Source: an optimization exercise on an open RTL-to-GDS flow (aim: small area and a short achievable clock period). Production flows keep margins and buffers that such runs may drop. Function was checked by simulation only, so behaviour that the tests miss may differ from the original.

==> build 91 <==
==> flow/design.v <==
`timescale 1ns/1ps
`default_nettype none
package mipsPkg;
	localparam int wordWidth    = 32;
	localparam int regAddrWidth = 5;
	localparam int regCount     = 32;
	localparam int spIndex      = 29;                              
	localparam logic [wordWidth-1:0] stackInit = 32'h0000_4000;
	localparam logic [5:0] opR    = 6'b000000;
	localparam logic [5:0] opQb   = 6'b011111;                     
	localparam logic [5:0] opAddi = 6'b001000;
	localparam logic [5:0] opLw   = 6'b100011;
	localparam logic [5:0] opSw   = 6'b101011;
	localparam logic [5:0] opBeq  = 6'b000100;
	localparam logic [5:0] opJ    = 6'b000010;
	localparam logic [5:0] fnAdd   = 6'b100000;
	localparam logic [5:0] fnSub   = 6'b100010;
	localparam logic [5:0] fnAnd   = 6'b100100;
	localparam logic [5:0] fnOr    = 6'b100101;
	localparam logic [5:0] fnSlt   = 6'b101010;
	localparam logic [5:0] fnQbAdd = 6'b010000;
	localparam logic [4:0] shQbWrap = 5'b00000;                    
	localparam logic [4:0] shQbSat  = 5'b00100;                    
endpackage
`default_nettype wire
`timescale 1ns/1ps
`default_nettype none
module instrDecoder (
	input  wire [31:0] instruction,
	input  wire        reset,
	output logic       writeEnable,    
	output logic       regWrite,       
	output logic       regDst,         
	output logic       memToReg,       
	output logic       useImm,         
	output logic       subtract,       
	output logic       quadByte,       
	output logic       saturate,       
	output logic       selArith,       
	output logic       selAnd,
	output logic       selOr,
	output logic       selSlt,
	output logic       branch,         
	output logic       jump            
);
	logic [5:0] op;
	logic [5:0] funct;
	logic [4:0] shamt;
	logic       isR, isQb, isAddi, isLw, isSw;
	logic       rAdd, rSub, rAnd, rOr, rSlt, qbWrap, qbSat;
	assign op    = instruction[31:26];
	assign funct = instruction[5:0];
	assign shamt = instruction[10:6];
	assign isR    = (op == mipsPkg::opR);
	assign isQb   = (op == mipsPkg::opQb);
	assign isAddi = (op == mipsPkg::opAddi);
	assign isLw   = (op == mipsPkg::opLw);
	assign isSw   = (op == mipsPkg::opSw);
	assign branch = (op == mipsPkg::opBeq);
	assign jump   = (op == mipsPkg::opJ);
	assign rAdd   = isR && (funct == mipsPkg::fnAdd);
	assign rSub   = isR && (funct == mipsPkg::fnSub);
	assign rAnd   = isR && (funct == mipsPkg::fnAnd);
	assign rOr    = isR && (funct == mipsPkg::fnOr);
	assign rSlt   = isR && (funct == mipsPkg::fnSlt);
	assign qbWrap = isQb && (funct == mipsPkg::fnQbAdd) && (shamt == mipsPkg::shQbWrap);
	assign qbSat  = isQb && (funct == mipsPkg::fnQbAdd) && (shamt == mipsPkg::shQbSat);
	assign regDst   = isR || isQb;
	assign memToReg = isLw;
	assign useImm   = isAddi || isLw || isSw;
	assign subtract = rSub || rSlt || branch;                  
	assign quadByte = qbWrap || qbSat;
	assign saturate = qbSat;
	assign selArith = rAdd || rSub || qbWrap || qbSat || isAddi || isLw || isSw;
	assign selAnd   = rAnd;
	assign selOr    = rOr;
	assign selSlt   = rSlt;
	assign regWrite = rAdd || rSub || rAnd || rOr || rSlt || qbWrap || qbSat || isAddi || isLw;
	assign writeEnable = isSw && !reset;                        
endmodule
`default_nettype wire
`timescale 1ns/1ps
`default_nettype none
module alu (
	input  wire [31:0] srcA,
	input  wire [31:0] srcB,           
	input  wire        subtract,
	input  wire        quadByte,
	input  wire        saturate,
	input  wire        selArith,
	input  wire        selAnd,
	input  wire        selOr,
	input  wire        selSlt,
	output logic        equal,         
	output logic [31:0] result
);
	logic [31:0] sum;
	logic [31:0] opB;
	logic        spacer;
	logic [34:0] x, y, s;
	logic        carryOut;
	logic [3:0]  laneCarry;
	logic [31:0] satMask;
	logic        less;
	assign opB    = subtract ? ~srcB : srcB;
	assign spacer = ~quadByte;
	assign x = {srcA[31:24], spacer, srcA[23:16], spacer, srcA[15:8], spacer, srcA[7:0]};
	assign y = {opB[31:24],  1'b0,   opB[23:16],  1'b0,   opB[15:8],  1'b0,   opB[7:0]};
	prefixAdd #(35) adder (.a(x), .b(y), .cin(subtract), .sum(s), .cout(carryOut));
	assign sum       = {s[34:27], s[25:18], s[16:9], s[7:0]};
	assign laneCarry = {carryOut, s[26], s[17], s[8]};
	assign satMask   = {{8{saturate & laneCarry[3]}}, {8{saturate & laneCarry[2]}},
	                    {8{saturate & laneCarry[1]}}, {8{saturate & laneCarry[0]}}};
	assign equal = &(srcA ^ opB);
	assign less = (srcA[31] != srcB[31]) ? srcA[31] : sum[31];
	assign result = ({32{selArith}} & (sum | satMask))
	              | ({32{selAnd}}   & (srcA & srcB))
	              | ({32{selOr}}    & (srcA | srcB))
	              | {31'd0, selSlt & less};
endmodule
module prefixAdd #(parameter int W = 16) (
	input  wire  [W-1:0] a,
	input  wire  [W-1:0] b,
	input  wire          cin,
	output logic [W-1:0] sum,
	output logic         cout
);
	localparam int L = (W >= 32) ? 6 : (W >= 16) ? 5 : (W >= 8) ? 4 : (W >= 4) ? 3 : 2;    
	logic [W:0] g [0:L];
	logic [W:0] p [0:L];
	always_comb begin
		g[0][0] = cin;
		p[0][0] = 1'b0;
		for (int i = 0; i < W; i++) begin
			g[0][i+1] = a[i] & b[i];
			p[0][i+1] = a[i] ^ b[i];
		end
		for (int l = 0; l < L; l++) begin
			for (int i = 0; i <= W; i++) begin
				if ((i >> l) & 1) begin
					g[l+1][i] = g[l][i] | (p[l][i] & g[l][((i >> l) << l) - 1]);
					p[l+1][i] = p[l][i] & p[l][((i >> l) << l) - 1];
				end else begin
					g[l+1][i] = g[l][i];
					p[l+1][i] = p[l][i];
				end
			end
		end
		for (int i = 0; i < W; i++) sum[i] = p[0][i+1] ^ g[L][i];
		cout = g[L][W];
	end
endmodule
`default_nettype wire
`timescale 1ns/1ps
`default_nettype none
module regFile (
	input  wire         clk,
	input  wire         reset,
	input  wire  [4:0]  readAddrA,
	input  wire  [4:0]  readAddrB,
	input  wire  [4:0]  writeAddr,
	input  wire  [31:0] writeData,
	input  wire         writeEn,
	output logic [31:0] readDataA,
	output logic [31:0] readDataB
);
	logic [31:0] regsN [1:31];                                   
	logic [31:0] loadData;
	logic [31:0] selA, selB, selW;
	assign loadData = reset ? 32'd0 : writeData;
	oneHot5 decA (.addr(readAddrA), .enable(1'b1),    .sel(selA));
	oneHot5 decB (.addr(readAddrB), .enable(1'b1),    .sel(selB));
	oneHot5 decW (.addr(writeAddr), .enable(writeEn), .sel(selW));
	for (genvar idx = 1; idx < 32; idx++) begin : gReg
		logic [31:0] loadValue;
		if (idx == mipsPkg::spIndex)
			assign loadValue = loadData | (reset ? mipsPkg::stackInit : 32'd0);
		else
			assign loadValue = loadData;
		always_ff @(posedge clk) begin
			if (reset || selW[idx])
				regsN[idx] <= ~loadValue;
		end
	end
	always_comb begin
		readDataA = '0;
		readDataB = '0;
		for (int idx = 1; idx < 32; idx++) begin
			readDataA = readDataA | ~(regsN[idx] | {32{~selA[idx]}});
			readDataB = readDataB | ~(regsN[idx] | {32{~selB[idx]}});
		end
	end
endmodule
module oneHot5 (
	input  wire  [4:0]  addr,
	input  wire         enable,
	output logic [31:0] sel
);
	logic [3:0] lo;
	logic [7:0] hi;
	always_comb begin
		for (int i = 0; i < 4; i++) lo[i] = (addr[1:0] == 2'(i));
		for (int i = 0; i < 8; i++) hi[i] = enable && (addr[4:2] == 3'(i));
		for (int i = 0; i < 32; i++) sel[i] = hi[i / 4] && lo[i % 4];
	end
endmodule
`default_nettype wire
`timescale 1ns/1ps
`default_nettype none
module pcUnit (
	input  wire         clk,
	input  wire         reset,
	input  wire         branchTaken,
	input  wire         jump,
	input  wire  [15:0] branchOffset,    
	input  wire  [25:0] jumpTarget,
	output logic [31:0] pc
);
	logic [29:0] pcWord;                 
	logic [13:0] upper, upperInc, upperDec;
	logic [15:0] nextLow;                
	logic        nextCarry;
	logic [15:0] branchLow;              
	logic        branchCarry;
	logic [29:0] pcPlus4;
	logic [29:0] branchAddr;
	logic [29:0] pcNext;
	logic        offsetNeg;
	assign upper     = pcWord[29:16];
	always_comb begin
		for (int i = 0; i < 14; i++) begin
			upperInc[i] = upper[i] ^ (&(upper | (14'h3FFF << i)));
			upperDec[i] = upper[i] ^ ~(|(upper & ~(14'h3FFF << i)));
		end
		for (int i = 0; i < 16; i++)
			nextLow[i] = pcWord[i] ^ (&(pcWord[15:0] | (16'hFFFF << i)));
		nextCarry = &pcWord[15:0];
	end
	assign offsetNeg = branchOffset[15];
	prefixAdd #(16) branchAdder (.a(pcWord[15:0]), .b(branchOffset), .cin(1'b1),
	                             .sum(branchLow), .cout(branchCarry));
	assign pcPlus4 = {nextCarry ? upperInc : upper, nextLow};
	assign branchAddr[15:0]  = branchLow;
	assign branchAddr[29:16] = (branchCarry == offsetNeg) ? upper
	                         : (branchCarry ? upperInc : upperDec);
	always_comb begin
		if (jump)
			pcNext = {pcPlus4[29:26], jumpTarget};
		else if (branchTaken)
			pcNext = branchAddr;
		else
			pcNext = pcPlus4;
	end
	always_ff @(posedge clk) begin
		if (reset)
			pcWord <= '0;
		else
			pcWord <= pcNext;
	end
	assign pc = {pcWord, 2'b00};
endmodule
`default_nettype wire
`timescale 1ns/1ps
`default_nettype none
module dataPath (
	input  wire         clk,
	input  wire         reset,
	input  wire  [31:0] instruction,
	input  wire  [31:0] dataFromMem,
	input  wire         regWrite,
	input  wire         regDst,
	input  wire         memToReg,
	input  wire         useImm,
	input  wire         subtract,
	input  wire         quadByte,
	input  wire         saturate,
	input  wire         selArith,
	input  wire         selAnd,
	input  wire         selOr,
	input  wire         selSlt,
	input  wire         branch,
	input  wire         jump,
	output logic [31:0] pc,
	output logic [31:0] addressToMem,
	output logic [31:0] dataToMem
);
	logic [4:0]  rs, rt, rd;
	logic [15:0] imm;
	logic [31:0] readDataA, readDataB;
	logic [31:0] srcB;
	logic [31:0] aluResult;
	logic        equal;
	logic [31:0] writeData;
	logic [4:0]  writeAddr;
	logic        branchTaken;
	assign rs  = instruction[25:21];
	assign rt  = instruction[20:16];
	assign rd  = instruction[15:11];
	assign imm = instruction[15:0];
	assign srcB        = useImm ? {{16{imm[15]}}, imm} : readDataB;
	assign writeAddr   = regDst ? rd : rt;
	assign writeData   = memToReg ? dataFromMem : aluResult;
	assign branchTaken = branch && equal;                        
	addrAdder addrGen (
		.base    (readDataA),
		.offset  (imm),
		.address (addressToMem)                                  
	);
	assign dataToMem    = readDataB;                             
	regFile regs (
		.clk       (clk),
		.reset     (reset),
		.readAddrA (rs),
		.readAddrB (rt),
		.writeAddr (writeAddr),
		.writeData (writeData),
		.writeEn   (regWrite),
		.readDataA (readDataA),
		.readDataB (readDataB)
	);
	alu aluUnit (
		.srcA     (readDataA),
		.srcB     (srcB),
		.subtract (subtract),
		.quadByte (quadByte),
		.saturate (saturate),
		.selArith (selArith),
		.selAnd   (selAnd),
		.selOr    (selOr),
		.selSlt   (selSlt),
		.equal    (equal),
		.result   (aluResult)
	);
	pcUnit pcGen (
		.clk          (clk),
		.reset        (reset),
		.branchTaken  (branchTaken),
		.jump         (jump),
		.branchOffset (imm),
		.jumpTarget   (instruction[25:0]),
		.pc           (pc)
	);
endmodule
`default_nettype wire
module addrAdder (
	input  wire  [31:0] base,
	input  wire  [15:0] offset,
	output logic [31:0] address
);
	logic carryOut;
	prefixAdd #(32) adder (.a(base), .b({{16{offset[15]}}, offset}), .cin(1'b0), .sum(address), .cout(carryOut));
endmodule
`default_nettype wire
`timescale 1ns/1ps
`default_nettype none
module mipsCore (
	input  wire         clk,
	input  wire         reset,
	output logic [31:0] pc,
	input  wire  [31:0] instruction,
	output logic        writeEnable,
	output logic [31:0] addressToMem,
	output logic [31:0] dataToMem,
	input  wire  [31:0] dataFromMem
);
	logic regWrite, regDst, memToReg, useImm, subtract, quadByte, saturate;
	logic selArith, selAnd, selOr, selSlt, branch, jump;
	instrDecoder decoder (
		.instruction (instruction),
		.reset       (reset),
		.writeEnable (writeEnable),
		.regWrite    (regWrite),
		.regDst      (regDst),
		.memToReg    (memToReg),
		.useImm      (useImm),
		.subtract    (subtract),
		.quadByte    (quadByte),
		.saturate    (saturate),
		.selArith    (selArith),
		.selAnd      (selAnd),
		.selOr       (selOr),
		.selSlt      (selSlt),
		.branch      (branch),
		.jump        (jump)
	);
	dataPath path (
		.clk          (clk),
		.reset        (reset),
		.instruction  (instruction),
		.dataFromMem  (dataFromMem),
		.regWrite     (regWrite),
		.regDst       (regDst),
		.memToReg     (memToReg),
		.useImm       (useImm),
		.subtract     (subtract),
		.quadByte     (quadByte),
		.saturate     (saturate),
		.selArith     (selArith),
		.selAnd       (selAnd),
		.selOr        (selOr),
		.selSlt       (selSlt),
		.branch       (branch),
		.jump         (jump),
		.pc           (pc),
		.addressToMem (addressToMem),
		.dataToMem    (dataToMem)
	);
endmodule
`default_nettype wire
==> flow/flow/run.sh <==
#!/bin/bash
# The standard layout (standard synthesis included), with two changes to
# how it is made:
#  - port buffers start as buf_2 instead of the resizer's default choice
#    (timing repair still resizes the ones on critical paths);
#  - clock tree synthesis inserts no dummy loads (same buffer list and
#    sink clustering as config.mk asks for).
# Each ORFS step keeps its full log under orfs/logs/; make's own output
# goes to make.log here.
set -euo pipefail
bash standard.sh \
  "BUFFER_PORTS_ARGS=-buffer_cell sky130_fd_sc_hd__buf_2" \
  "CTS_ARGS=-sink_clustering_enable -repair_clock_nets -dont_use_dummy_load -sink_clustering_size 20 -buf_list sky130_fd_sc_hd__clkbuf_8" \
  finish > make.log 2>&1
==> flow/standard.sh <==
#!/bin/bash
# synth_recipe.tcl (not shown) runs the flow's synth.tcl, then flattens the netlist and writes it again
# the make line also repeats each setting of config.mk as NAME=value (left out here)
make -C /OpenROAD-flow-scripts/flow DESIGN_CONFIG=/design/flow/config.mk WORK_HOME=/design/flow/orfs CLKGATE_MAP_FILE= SYNTH_SCRIPT=/design/flow/synth_recipe.tcl "${@:-finish}"
==> flow/config.mk <==
export PLATFORM = sky130hd
export DESIGN_NAME = mipsCore
export DESIGN_NICKNAME = mipsCore
export VERILOG_FILES = /design/flow/design.v
export SDC_FILE = /design/flow/constraint.sdc
export NUM_CORES = 4
export LEC_CHECK = 0
export CAP_MARGIN = 5
export CORE_MARGIN = 2
export CORE_UTILIZATION = 45
export CTS_BUF_LIST = sky130_fd_sc_hd__clkbuf_8
export CTS_CLUSTER_SIZE = 20
export SETUP_SLACK_MARGIN = 4
export SLEW_MARGIN = 5
export TNS_END_PERCENT = 10
==> flow/constraint.sdc <==
create_clock -name core_clock -period 11.0 [get_ports {clk}]
set_input_delay 2.2000 -clock core_clock [delete_from_list [all_inputs] [get_ports {clk}]]
set_output_delay 2.2000 -clock core_clock [all_outputs]
set_load 0.01 [all_outputs]
==> build 92 (differences from build 91) <==
--- a/flow/design.v
+++ b/flow/design.v
@@ -68,4 +68,4 @@
 	assign regDst   = isR || isQb;
-	assign memToReg = isLw;
-	assign useImm   = isAddi || isLw || isSw;
+	assign memToReg = isLw && !reset;
+	assign useImm   = isAddi;
 	assign subtract = rSub || rSlt || branch;                  
@@ -73,6 +73,6 @@
 	assign saturate = qbSat;
-	assign selArith = rAdd || rSub || qbWrap || qbSat || isAddi || isLw || isSw;
-	assign selAnd   = rAnd;
-	assign selOr    = rOr;
-	assign selSlt   = rSlt;
+	assign selArith = (rAdd || rSub || qbWrap || qbSat || isAddi) && !reset;
+	assign selAnd   = rAnd && !reset;
+	assign selOr    = rOr && !reset;
+	assign selSlt   = rSlt && !reset;
 	assign regWrite = rAdd || rSub || rAnd || rOr || rSlt || qbWrap || qbSat || isAddi || isLw;
@@ -108,3 +108,3 @@
 	assign y = {opB[31:24],  1'b0,   opB[23:16],  1'b0,   opB[15:8],  1'b0,   opB[7:0]};
-	prefixAdd #(35) adder (.a(x), .b(y), .cin(subtract), .sum(s), .cout(carryOut));
+	prefixAddBK #(35) adder (.a(x), .b(y), .cin(subtract), .sum(s), .cout(carryOut));
 	assign sum       = {s[34:27], s[25:18], s[16:9], s[7:0]};
@@ -152,2 +152,34 @@
 endmodule
+module prefixAddBK #(parameter int W = 16) (
+	input  wire  [W-1:0] a,
+	input  wire  [W-1:0] b,
+	input  wire          cin,
+	output logic [W-1:0] sum,
+	output logic         cout
+);
+	localparam int L = (W >= 32) ? 6 : (W >= 16) ? 5 : (W >= 8) ? 4 : (W >= 4) ? 3 : 2;    
+	logic [W:0] g, p;
+	always_comb begin
+		g[0] = cin;
+		p[0] = 1'b0;
+		for (int i = 0; i < W; i++) begin
+			g[i+1] = a[i] & b[i];
+			p[i+1] = a[i] ^ b[i];
+		end
+		for (int l = 0; l < L; l++)
+			for (int i = 0; i <= W; i++)
+				if ((i % (2 << l)) == (2 << l) - 1) begin
+					g[i] = g[i] | (p[i] & g[i - (1 << l)]);
+					p[i] = p[i] & p[i - (1 << l)];
+				end
+		for (int l = L - 2; l >= 0; l--)
+			for (int i = 0; i <= W; i++)
+				if (i >= (2 << l) && (i % (2 << l)) == (1 << l) - 1) begin
+					g[i] = g[i] | (p[i] & g[i - (1 << l)]);
+					p[i] = p[i] & p[i - (1 << l)];
+				end
+		for (int i = 0; i < W; i++) sum[i] = a[i] ^ b[i] ^ g[i];
+		cout = g[W];
+	end
+endmodule
 `default_nettype wire
@@ -161,3 +193,3 @@
 	input  wire  [4:0]  writeAddr,
-	input  wire  [31:0] writeData,
+	input  wire  [31:0] writeData,       
 	input  wire         writeEn,
@@ -169,3 +201,3 @@
 	logic [31:0] selA, selB, selW;
-	assign loadData = reset ? 32'd0 : writeData;
+	assign loadData = writeData;                                 
 	oneHot5 decA (.addr(readAddrA), .enable(1'b1),    .sel(selA));
@@ -301,3 +333,3 @@
 	assign writeAddr   = regDst ? rd : rt;
-	assign writeData   = memToReg ? dataFromMem : aluResult;
+	assign writeData   = ({32{memToReg}} & dataFromMem) | aluResult;    
 	assign branchTaken = branch && equal;                        
Settings changed: ABC_AREA set to 1, CORE_UTILIZATION 45 to 40, SETUP_SLACK_MARGIN 4 to 3.
==> implementation parameters <==
Parameter                              Value

Synth
  Simple-gate share of the synthesized area    10.8%
  Post-synthesis cell type count    86

STA
  Timing-limited maximum frequency    116 MHz
  Portion of the clock cycle consumed by the worst path in the final layout    78.2%

GRT
  Vias in the first global route    42.8k

Run status
  Status  timing/DRC/antenna clean
the above is filed under build 91

==> implementation parameters <==
Parameter                              Value

GRT
  Vias in the first global route    42.6k

STA
  Portion of the clock cycle consumed by the worst path in the final layout    77.0%

Synth
  Simple-gate share of the synthesized area    13.0%
  Post-synthesis cell type count    63

Run status
  Status  timing/DRC/antenna clean
the above is filed under build 92

what the ideal ports hide:
The results above use ideal ports. As a check the final layouts listed here were re-extracted and re-timed, cells and wires unchanged. Step 1, drivers: a clkbuf_16 drives clk and a buf_2 each remaining input, both assumed. Step 2 adds t to the input delays and takes it off the output delays; t is the mean of the earliest and latest rising clock arrival at the registers after step 1. Input paths then give back, and output paths get back, about the clock's delay inside the block. a / b / c = no drivers / after step 1 / after step 2; a / b = the first two.
run	shift t [ns]	setup slack, ns	worst register clock-pin slew, ns	worst slew at a driven data input, ns	pins driven straight from the clock port
build 91	0.935	2.399 / 2.203 / 2.203	0.07 / 0.07	0.24	1
build 92	0.940	2.529 / 2.469 / 2.015	0.07 / 0.07	0.09	1
After both steps setup and hold are still met in every run listed. For build 92, which loses most, drivers alone change the setup slack by -0.060 ns; drivers and shift together by -0.514 ns.
